This is an optimization exercise on Yosys and OpenROAD, whose aim is a short achievable clock period and few clock cycles, not a production implementation.
Only simulation tests tie the RTL to the original design; equivalence was not proved.
Power and IR drop assume default switching activity.

### flow/design.v
package chip8_pkg;
  localparam int ADDR_W = 16;
  localparam int DATA_W = 8;
  localparam int REG_IDX_W = 4;
  typedef logic [ADDR_W-1:0] addr_t;
  typedef logic [DATA_W-1:0] byte_t;
  typedef logic [REG_IDX_W-1:0] reg_idx_t;
  localparam addr_t PC_RESET = 16'h0200;
  localparam int STACK_DEPTH = 8;
  localparam int FONT_STRIDE = 5;  
  localparam reg_idx_t VF_IDX = 4'hF;
  typedef enum logic [2:0] {
    FETCH,
    WAIT_IR,
    EXEC,
    XFER,
    KEYWAIT,
    HALT
  } state_e;
  typedef enum logic [3:0] {
    SYS, JP, CALL, SE_IMM, SNE_IMM, SE_REG, LD_IMM, ADD_IMM,
    ALU, SNE_REG, LD_I, JP_V0, RND, DRW, SKEY, MISC
  } opcode_e;
  typedef enum logic [1:0] {
    FETCH_IR,
    STORE_REGS,
    LOAD_REGS,
    STORE_BCD
  } xfer_e;
  function automatic byte_t bcd_digit(input byte_t value, input logic [1:0] pos);
    byte_t digit;
    case (pos)
      2'd0: digit = value / 8'd100;
      2'd1: digit = (value / 8'd10) % 8'd10;
      default: digit = value % 8'd10;
    endcase
    bcd_digit = digit;
  endfunction
endpackage
module chip8_keypad (
  input  logic                clk,
  input  logic                rst_i,
  input  logic [15:0]         key_matrix_i,
  output logic                release_o,
  output chip8_pkg::reg_idx_t key_idx_o
);
  logic any_down_q;
  always_ff @(posedge clk)
  begin
    if (rst_i)
    begin
      any_down_q <= 1'b0;
      release_o <= 1'b0;
    end
    else
    begin
      any_down_q <= |key_matrix_i;
      release_o <= any_down_q && (key_matrix_i == '0);  
    end
  end
  always_ff @(posedge clk)
  begin
    for (int k = 0; k < 16; k++)
    begin
      if (key_matrix_i[k])
        key_idx_o <= chip8_pkg::reg_idx_t'(k);
    end
  end
endmodule
module chip8_top (
  input  logic             clk,
  input  logic             rst_i,
  input  logic             vsync_i,
  input  logic [15:0]      key_matrix_i,
  input  chip8_pkg::byte_t ram_dout_i,
  output chip8_pkg::addr_t ram_addr_o,
  output chip8_pkg::byte_t ram_din_o,
  output logic             ram_we_o,
  output logic             beep_o,
  output logic             halted_o
);
  localparam logic [1:0] T_NONE = 2'd0;
  localparam logic [1:0] T_HI   = 2'd1;
  localparam logic [1:0] T_LO   = 2'd2;
  localparam logic [1:0] T_LD   = 2'd3;
  localparam logic [2:0] M_FETCH = 3'd0;
  localparam logic [2:0] M_STORE = 3'd1;
  localparam logic [2:0] M_BCD   = 3'd2;
  localparam logic [2:0] M_LOAD  = 3'd3;
  localparam logic [2:0] M_KEY   = 3'd4;
  localparam logic [2:0] M_HALT  = 3'd5;
  logic [15:0] addr_q;         
  logic        we_q;
  logic [7:0]  din_q;
  logic [1:0]  itag_q;         
  logic [1:0]  rtag_q;         
  logic [2:0]  mode_q;
  logic [3:0]  cnt_q;          
  logic [3:0]  lidx_q;         
  logic [15:0] ret_q;          
  logic [7:0]  hi_q;           
  logic [15:0] ir_q;           
  logic        ex_q;           
  logic        halted_q;
  logic [7:0]  bcd_v_q;        
  logic [6:0]  bcd_r_q;        
  logic [7:0]  v_q [0:15];
  logic [15:0] i_q;
  logic [7:0]  dt_q;
  logic [7:0]  st_q;
  logic        vsync_q;
  logic        beep_q;
  logic [15:0] stack_q [0:7];
  logic [2:0]  sp_q;
  logic [15:0] key_q;
  logic        key_release;
  logic [3:0]  key_idx;
  chip8_keypad u_keypad (
    .clk          (clk),
    .rst_i        (rst_i),
    .key_matrix_i (key_matrix_i),
    .release_o    (key_release),
    .key_idx_o    (key_idx)
  );
  assign ram_addr_o = addr_q;
  assign ram_we_o = we_q;
  assign ram_din_o = din_q;
  assign halted_o = halted_q;
  assign beep_o = beep_q;
  logic [7:0] lo;
  logic [3:0] d_op;
  logic [3:0] d_x;
  logic       d_act;           
  logic [7:0] d_vx;
  logic       d_ill;
  logic       d_skip;
  logic       d_key;
  logic [2:0] sp_m1;
  logic [15:0] stack_top;
  assign lo = ram_dout_i;
  assign d_op = hi_q[7:4];
  assign d_x = hi_q[3:0];
  assign d_act = (rtag_q == T_LO) && !halted_q;
  assign d_vx = v_q[d_x];
  assign d_key = key_q[d_vx[3:0]];
  assign sp_m1 = sp_q - 3'd1;
  assign stack_top = stack_q[sp_m1];
  always_comb
  begin
    d_ill = 1'b0;
    case (d_op)
      4'h0: d_ill = !(hi_q[3:0] == 4'h0 && lo == 8'hEE);
      4'h5, 4'h9: d_ill = (lo[3:0] != 4'h0);
      4'h8: d_ill = (lo[3:0] > 4'h7) && (lo[3:0] != 4'hE);
      4'hC, 4'hD: d_ill = 1'b1;
      4'hE: d_ill = !(lo == 8'h9E || lo == 8'hA1);
      4'hF:
        case (lo)
          8'h07, 8'h0A, 8'h15, 8'h18, 8'h1E, 8'h29, 8'h33, 8'h55, 8'h65: d_ill = 1'b0;
          default: d_ill = 1'b1;
        endcase
      default: ;
    endcase
  end
  always_comb
  begin
    d_skip = 1'b0;
    case (d_op)
      4'h3: d_skip = (d_vx == lo);
      4'h4: d_skip = (d_vx != lo);
      4'hE: d_skip = (lo == 8'h9E && d_key) || (lo == 8'hA1 && !d_key);
      default: ;
    endcase
  end
  function automatic logic [1:0] hundreds(input logic [7:0] v);
    hundreds = (v >= 8'd200) ? 2'd2 : (v >= 8'd100) ? 2'd1 : 2'd0;
  endfunction
  function automatic logic [3:0] tens(input logic [6:0] r);
    logic [3:0] t;
    t = 4'd0;
    for (int k = 1; k < 10; k++)
      if (r >= 7'(10 * k))
        t = 4'(k);
    tens = t;
  endfunction
  logic [6:0] bcd_r;
  logic [3:0] bcd_t;
  logic [3:0] bcd_o;
  assign bcd_r = 7'(bcd_v_q - 8'd100 * 8'(hundreds(bcd_v_q)));
  assign bcd_t = tens(bcd_r);
  assign bcd_o = 4'(bcd_r_q[3:0] - 4'(tens(bcd_r_q) * 4'd10));
  logic [3:0] e_op;
  logic [3:0] e_x;
  logic [3:0] e_y;
  logic [3:0] e_n;
  logic [7:0] e_kk;
  logic [7:0] e_vx;
  logic [7:0] e_vy;
  logic [8:0] e_sum;
  logic [8:0] e_sub;
  logic [8:0] e_subn;
  logic       e_skip;
  logic       wr_en;
  logic [3:0] wr_sel;
  logic [7:0] wr_data;
  logic       vf_en;
  logic       vf_data;
  logic       i_en;
  logic [15:0] i_data;
  logic       dt_en;
  logic       st_en;
  assign e_op = ir_q[15:12];
  assign e_x = ir_q[11:8];
  assign e_y = ir_q[7:4];
  assign e_n = ir_q[3:0];
  assign e_kk = ir_q[7:0];
  assign e_vx = v_q[e_x];
  assign e_vy = v_q[e_y];
  assign e_sum = {1'b0, e_vx} + {1'b0, e_vy};
  assign e_sub = {1'b0, e_vx} - {1'b0, e_vy};
  assign e_subn = {1'b0, e_vy} - {1'b0, e_vx};
  assign e_skip = ex_q && ((e_op == 4'h5 && e_vx == e_vy) || (e_op == 4'h9 && e_vx != e_vy));
  always_comb
  begin
    wr_en = 1'b0;
    wr_sel = e_x;
    wr_data = e_vx;
    vf_en = 1'b0;
    vf_data = 1'b0;
    i_en = 1'b0;
    i_data = i_q + 16'(e_x) + 16'd1;
    dt_en = 1'b0;
    st_en = 1'b0;
    if (mode_q == M_KEY && key_release)
    begin
      wr_en = 1'b1;
      wr_data = {4'h0, key_idx};
    end
    else if (ex_q)
      case (e_op)
        4'h6:
          begin
            wr_en = 1'b1;
            wr_data = e_kk;
          end
        4'h7:
          begin
            wr_en = 1'b1;
            wr_data = e_vx + e_kk;
          end
        4'h8:
          begin
            wr_en = 1'b1;
            case (e_n)
              4'h0: wr_data = e_vy;
              4'h1: wr_data = e_vx | e_vy;
              4'h2: wr_data = e_vx & e_vy;
              4'h3: wr_data = e_vx ^ e_vy;
              4'h4:
                begin
                  wr_data = e_sum[7:0];
                  vf_en = 1'b1;
                  vf_data = e_sum[8];
                end
              4'h5:
                begin
                  wr_data = e_sub[7:0];
                  vf_en = 1'b1;
                  vf_data = !e_sub[8];
                end
              4'h6:
                begin
                  wr_data = {1'b0, e_vx[7:1]};
                  vf_en = 1'b1;
                  vf_data = e_vx[0];
                end
              4'h7:
                begin
                  wr_data = e_subn[7:0];
                  vf_en = 1'b1;
                  vf_data = !e_subn[8];
                end
              default:  
                begin
                  wr_data = {e_vx[6:0], 1'b0};
                  vf_en = 1'b1;
                  vf_data = e_vx[7];
                end
            endcase
          end
        4'hA:
          begin
            i_en = 1'b1;
            i_data = {4'h0, ir_q[11:0]};
          end
        4'hF:
          case (e_kk)
            8'h07:
              begin
                wr_en = 1'b1;
                wr_data = dt_q;
              end
            8'h15: dt_en = 1'b1;
            8'h18: st_en = 1'b1;
            8'h1E:
              begin
                i_en = 1'b1;
                i_data = i_q + 16'(e_vx);
              end
            8'h29:
              begin
                i_en = 1'b1;
                i_data = 16'(e_vx) + {6'd0, e_vx, 2'b00};
              end
            8'h55, 8'h65: i_en = 1'b1;
            default: ;
          endcase
        default: ;
      endcase
    else if (rtag_q == T_LD)
    begin
      wr_en = 1'b1;
      wr_sel = lidx_q;
      wr_data = ram_dout_i;
    end
  end
  logic [15:0] addr_inc;
  logic [3:0]  st_idx;
  assign addr_inc = addr_q + 16'd1;
  assign st_idx = cnt_q + 4'd1;
  always_ff @(posedge clk)
  begin
    if (rst_i)
    begin
      addr_q <= 16'h0200;
      we_q <= 1'b0;
      itag_q <= T_HI;
      rtag_q <= T_NONE;
      mode_q <= M_FETCH;
      ex_q <= 1'b0;
      halted_q <= 1'b0;
      sp_q <= '0;
      cnt_q <= '0;
    end
    else
    begin
      addr_q <= addr_inc;
      itag_q <= (itag_q == T_HI) ? T_LO : T_HI;
      rtag_q <= itag_q;
      ex_q <= 1'b0;
      case (mode_q)
        M_FETCH:
          if (d_act)
          begin
            if (d_ill)
            begin
              halted_q <= 1'b1;
              mode_q <= M_HALT;
              itag_q <= T_NONE;
              rtag_q <= T_NONE;
            end
            else
            begin
              ex_q <= 1'b1;
              case (d_op)
                4'h0:
                  begin
                    addr_q <= stack_top;
                    itag_q <= T_HI;
                    rtag_q <= T_NONE;
                    sp_q <= sp_m1;
                  end
                4'h1, 4'h2:
                  begin
                    addr_q <= {d_x, lo};
                    itag_q <= T_HI;
                    rtag_q <= T_NONE;
                    if (d_op == 4'h2)
                      sp_q <= sp_q + 3'd1;
                  end
                4'h3, 4'h4, 4'hE:
                  if (d_skip)
                  begin
                    addr_q <= addr_q + 16'd2;
                    itag_q <= T_HI;
                    rtag_q <= T_NONE;
                  end
                4'hB:
                  begin
                    itag_q <= T_NONE;
                    rtag_q <= T_NONE;
                  end
                4'hF:
                  case (lo)
                    8'h55, 8'h33:
                      begin
                        addr_q <= i_q;
                        we_q <= 1'b1;
                        itag_q <= T_NONE;
                        rtag_q <= T_NONE;
                        mode_q <= (lo == 8'h55) ? M_STORE : M_BCD;
                      end
                    8'h65:
                      begin
                        addr_q <= i_q;
                        itag_q <= T_LD;
                        rtag_q <= T_NONE;
                        mode_q <= M_LOAD;
                      end
                    8'h0A:
                      begin
                        itag_q <= T_NONE;
                        rtag_q <= T_NONE;
                        mode_q <= M_KEY;
                      end
                    default: ;
                  endcase
                default: ;
              endcase
            end
          end
          else if (ex_q && e_op == 4'hB)
          begin
            addr_q <= 16'(ir_q[11:0]) + 16'(v_q[0]);
            itag_q <= T_HI;
          end
          else if (e_skip)
            rtag_q <= T_NONE;        
        M_STORE, M_BCD:
          begin
            itag_q <= T_NONE;
            cnt_q <= cnt_q + 4'd1;
            if (cnt_q == ((mode_q == M_BCD) ? 4'd2 : e_x))
            begin
              addr_q <= ret_q;
              itag_q <= T_HI;
              we_q <= 1'b0;
              mode_q <= M_FETCH;
              cnt_q <= '0;
            end
          end
        M_LOAD:
          begin
            itag_q <= T_LD;
            cnt_q <= cnt_q + 4'd1;
            if (cnt_q == e_x)
            begin
              addr_q <= ret_q;
              itag_q <= T_HI;
              mode_q <= M_FETCH;
              cnt_q <= '0;
            end
          end
        M_KEY:
          begin
            itag_q <= T_NONE;
            if (key_release)
            begin
              addr_q <= ret_q;
              itag_q <= T_HI;
              mode_q <= M_FETCH;
            end
          end
        default:  
          begin
            itag_q <= T_NONE;
            rtag_q <= T_NONE;
          end
      endcase
    end
  end
  always_ff @(posedge clk)
  begin
    lidx_q <= cnt_q;
    if (rtag_q == T_HI)
      hi_q <= ram_dout_i;
    if (d_act)
    begin
      ir_q <= {hi_q, lo};
      ret_q <= addr_q;
      bcd_v_q <= d_vx;
    end
    if (d_act && d_op == 4'h2)
      stack_q[sp_q] <= addr_q;    
    bcd_r_q <= bcd_r;
    if (d_act && !d_ill && d_op == 4'hF && lo == 8'h33)
      din_q <= {6'd0, hundreds(d_vx)};
    else if (d_act)
      din_q <= v_q[0];
    else if (mode_q == M_BCD)
      din_q <= (cnt_q == 4'd0) ? {4'd0, bcd_t} : {4'd0, bcd_o};
    else
      din_q <= v_q[st_idx];
  end
  logic tick;
  logic [7:0] st_next;
  assign tick = vsync_i && !vsync_q;
  always_comb
  begin
    st_next = st_q;
    if (st_en)
      st_next = e_vx;
    else if (tick && st_q != 8'd0)
      st_next = st_q - 8'd1;
  end
  always_ff @(posedge clk)
  begin
    if (rst_i)
    begin
      for (int k = 0; k < 16; k++)
        v_q[k] <= '0;
      i_q <= '0;
      dt_q <= '0;
      st_q <= '0;
      vsync_q <= 1'b0;
      beep_q <= 1'b0;
    end
    else
    begin
      vsync_q <= vsync_i;
      for (int k = 0; k < 15; k++)
        if (wr_en && wr_sel == 4'(k))
          v_q[k] <= wr_data;
      if (vf_en)
        v_q[15] <= {7'd0, vf_data};
      else if (wr_en && wr_sel == 4'hF)
        v_q[15] <= wr_data;
      if (i_en)
        i_q <= i_data;
      if (dt_en)
        dt_q <= e_vx;
      else if (tick && dt_q != 8'd0)
        dt_q <= dt_q - 8'd1;
      st_q <= st_next;
      beep_q <= (st_next != 8'd0);
    end
  end
  always_ff @(posedge clk)
    key_q <= key_matrix_i;
endmodule
### flow/run.sh
#!/bin/bash
# synth_recipe.tcl (not shown) runs the flow's synth.tcl, then flattens the netlist and writes it again
# the make line also repeats each setting of config.mk as NAME=value (left out here)
make -C /OpenROAD-flow-scripts/flow DESIGN_CONFIG=/design/flow/config.mk WORK_HOME=/design/flow/orfs CLKGATE_MAP_FILE= SYNTH_SCRIPT=/design/flow/synth_recipe.tcl finish
### flow/config.mk
export PLATFORM = sky130hd
export DESIGN_NAME = chip8_top
export DESIGN_NICKNAME = chip8_top
export VERILOG_FILES = /design/flow/design.v
export SDC_FILE = /design/flow/constraint.sdc
export NUM_CORES = 4
export LEC_CHECK = 0
export ABC_CLOCK_PERIOD_IN_PS = 2500
export CAP_MARGIN = 20
export CORE_MARGIN = 2
export CORE_UTILIZATION = 40
export SETUP_SLACK_MARGIN = 5
export SLEW_MARGIN = 20
### flow/constraint.sdc
create_clock -name core_clock -period 10.0 [get_ports {clk}]
set_input_delay 2.0000 -clock core_clock [delete_from_list [all_inputs] [get_ports {clk}]]
set_output_delay 2.0000 -clock core_clock [all_outputs]
set_load 0.01 [all_outputs]
==> run summary <==
per-layer routing:
metal / vias up / wire length (um) / global-route usage, % / share of wire [%]
li1: 11430 / - / - / -
met1: 12720 / 44840 / 40.97 / 38
met2: 1667 / 52040 / 51.59 / 45
met3: 413 / 12210 / 7.478 / 10
met4: 0 / 7813 / 17.60 / 6.7
met5: - / 0 / 0 / 0
worst register-to-register path: stages, from the launching register on:
cell	delay, ns
edfxtp_1	0.42
buf_12	0.22
nor2_2	0.49
a21oi_1	0.14
o22ai_1	0.16
o21ai_0	0.09
a31oi_1	0.21
buf_6	0.24
inv_1	0.15
ha_1	0.25
inv_1	0.09
fa_2	0.25
a21oi_2	0.07
o21bai_2	0.18
a21o_1	0.17
a21oi_2	0.06
a21oi_1	0.18
xnor2_1	0.15
a31oi_2	0.14
a221o_1	0.42
a21oi_4	0.32
buf_6	0.20
mux2i_1	0.08
nor2_1	0.13
state kept, by name, summed over array words and instances, names as in the netlist, 2 cells and up:
name and flops:
cnt_q 4, itag_q 2, bcd_v_q 8, i_q 16
din_q 8, dt_q 8, hi_q 8, v_q 128
ret_q 16, key_q 16, ir_q 16, sp_q 3
stack_q 128, bcd_r_q 7, u_keypad.key_idx_o 4, lidx_q 4
st_q 8, rtag_q 2, addr_q 16, mode_q 3
area by class of cell:
cell class                      count  share of cell area, %
Inverter                           99                  1.329
Clock inverter                     24                  1.167
Multi-Input combinational cell   2321                  51.77
Antenna cell                        2                0.01621
Sequential cell                   412                  32.43
Clock buffer                       68                  4.474
Timing Repair Buffer              172                  5.313
Tap cell                          864                  3.502
cells in the final DEF (no fill, tap or decap), types with 26 or more instances in the layout:
cell type / instances
clkbuf_16: 52
buf_4: 92
mux4_2: 37
a21oi_1: 204
a22oi_1: 96
inv_1: 85
nand2_1: 213
mux2i_1: 121
xnor2_1: 64
xor2_1: 42
nand3_1: 83
nor3_1: 65
mux2_2: 29
dfxtp_1: 235
ha_1: 79
nor2b_1: 38
a211oi_1: 96
edfxtp_1: 176
a31oi_1: 26
nand4_1: 26
o21ai_0: 155
nor2_1: 381
clkdlybuf4s50_1: 44
a221oi_1: 26
per-stage QoR:
stage | hold WS (ns) | total power, mW | instances | setup slack [ns] | util (%)
5_1_grt | 0.3487 | 6.468 | 3962 | 4.910 | 46.79
4_1_cts | 0.3408 | 6.105 | 3926 | 5.002 | 45.86
3_3_place_gp | 0.3319 | 4.106 | 3810 | 3.790 | 42.59
2_1_floorplan | 0.3233 | 3.435 | 3044 | 5.016 | -
6_report | 0.3411 | 6.219 | 3962 | 5.111 | 46.79
3_5_place_dp | 0.3269 | 4.133 | 3812 | 3.577 | 42.63
timing repair:
action,CTS,global route
gates resized for setup,69,97
gates cloned,2,3
endpoints found under the setup margin,151,138
setup buffers,20,31
pin swaps,3,21
path summary, 6_finish.rpt:
kind / startpoint / to / slack, ns / cells past startpoint
setup / recovery: ir_q[10] / v_q[10][6] / 5.11 / 23
hold / removal: bcd_v_q[0] / bcd_r_q[0] / 0.34 / 0
setup reg to reg: ir_q[10] / v_q[10][6] / 5.11 / 23
hold reg to reg: bcd_v_q[0] / bcd_r_q[0] / 0.34 / 0
report_power, final:
group,total [mW],internal (mW),leakage (nW),switching [mW]
Clock,1.92,1.14,0.850,0.785
Sequential,2.17,1.95,3.54,0.224
Combinational,2.13,0.769,6.51,1.36
Total,6.22,3.85,10.9,2.37
cells by family after synthesis:
kind of cell             Yosys count  synth area share, %
XOR/XNOR                         107                3.498
adder cells (fa/ha/maj)           93                4.624
multiplexers                     189                8.930
flip-flops                       412                37.36
AO/OA/AOI/OAI                    920                23.44
AND/OR/NAND/NOR                 1012                17.52
buffers and inverters            311                4.628
==> run summary <==
Placed Area - 28130 um2
clk root buf - clkbuf_16
maximum VDD drop - 166.6 uV
slowest library cell on the worst path - nor2_2
Mapped Cells - 3044
CP Capture Type - flop
Mapped Nets - 3164
WL per Instance - 29.50 um
Synth cell types - 97
CP cell instances - buf_12 -> nor2_2 -> a21oi_1 -> o22ai_1 -> o21ai_0 -> a31oi_1 -> buf_6 -> inv_1 -> ha_1 -> inv_1 -> fa_2 -> a21oi_2 -> o21bai_2 -> a21o_1 -> a21oi_2 -> a21oi_1 -> xnor2_1 -> a31oi_2 -> a221o_1 -> a21oi_4 -> buf_6 -> mux2i_1 -> nor2_1
worst path arrival time - 5.43 ns
RSZ-0062 raised after global routing - true
share of cells above drive strength 1 - 13.05%
iteration count of the initial detailed-routing pass - 9
minimum clock period - 4.889 ns
Primary FF master, synth - dfxtp_1
pin count of the biggest net entering global routing - 80
HPWL after DPL - 81.03 mm
Async SR Flop Fraction - 0%
Die W - 262.8 um
worst skew pair latency - 0.63 ns
Die ar. - 69060 um2
die height - 262.8 um
Mapped Area - 26790 um2
Hold Buf Count CTS - 0
Final nets - 3175
Pwr Density - 201.4 nW/um2
All-Layer GR Usage - 32.49%
top cells by area, synth - edfxtp_1, dfxtp_1, nor2_1
Least-Margin Pin Slew - 1.226 ns
I/O pin total - 54
row cnt - 94
Iteration-0 DRC Markers - 3702
#FFs+latches synth - 412
Setup Viol. Count Final - 0
worst hold-check path type - reg2reg
residual overflow from global routing - 0
routability congestion estimate - 1.058
Max Clock Freq - 0.2045 GHz
Buf/Inv on CP - 5
Initial Utilization - 40.60%
PortBufs - 53
Max clock buf depth - 3
crit path max fanout - 48
# DRC - 0
Crit path max-delay family - compound AO/OA/AOI/OAI gates
vias post-DR - 26220
floorplan core area - 65980 um2
cts bufs inserted - 49
count of flip-flops with a built-in enable after synthesis - 176
final hold vios - 0
post-DR vias/cell - 6.619
Post-DRT Antenna Nets - 0
CP Data Required Time - 10.54 ns
CP Class - reg2reg
vias in the first global route - 24650
FF/Latch Area - 10010 um2
Mean Syn Cell Area - 8.801 um2
top-area cell type share of the netlist area - 19.73%
initial antenna violation count - 3
Pleak - 10.91 nW
Synth area leader - edfxtp_1
most numerous cell in the Yosys netlist - nor2_1
setup TNS - 0 ns
part of the Yosys area used for sequential elements - 37.36%
fin area - 30870 um2
Slew HR - 18.20%
crit-path max cell delay - 0.46 ns
CTS sink count - 412
Area growth syn-to-layout - 15.24%
final worst path period share - 48.89%
outcome - complete, no violations
Post-synth top cells - nor2_1, dfxtp_1, a21oi_1, nand2_1, edfxtp_1
footprint of the multi-input gates - 15980 um2
CTS tree - done
Reg clk slew, reported paths - 0.06 ns
first-pass GRT wire length - 168.9 mm
fin. max-slew vios - 0
synthesis warning total - 3
Routed WL - 116.9 mm
Post-Route Skew - 0.02643 ns
Fillers - 6200
Setup crit start kind - flop
H-Tree Level Count - 2
Maximum Capacitance Violations - 0
Testbench counts, summed over its fixed seeds: cycles 216,628.

static timing again, ports no longer ideal:
The results above use ideal ports. As a check the final layout listed here was re-extracted and re-timed, cells and wires unchanged.
Step 1 assumes that a clkbuf_16 drives the clock port and a buf_2 every other input.
Step 2, shift: input delay + t, output delay - t, t = (earliest + latest rising clock arrival at the registers) / 2. This alone moves slack from input paths to output paths.
Three values: ideal, step 1, step 2; two values: the first two.
t, ns: 0.683
setup WS [ns]: 5.111 / 5.111 / 4.519
worst hold slack (ns): 0.341 / 0.341 / 0.341
worst register clock-pin slew, ns: 0.07 / 0.07
After both steps this run still meets setup and hold. The setup slack of this run moves by 0.000 ns with the drivers and by -0.592 ns with both steps.
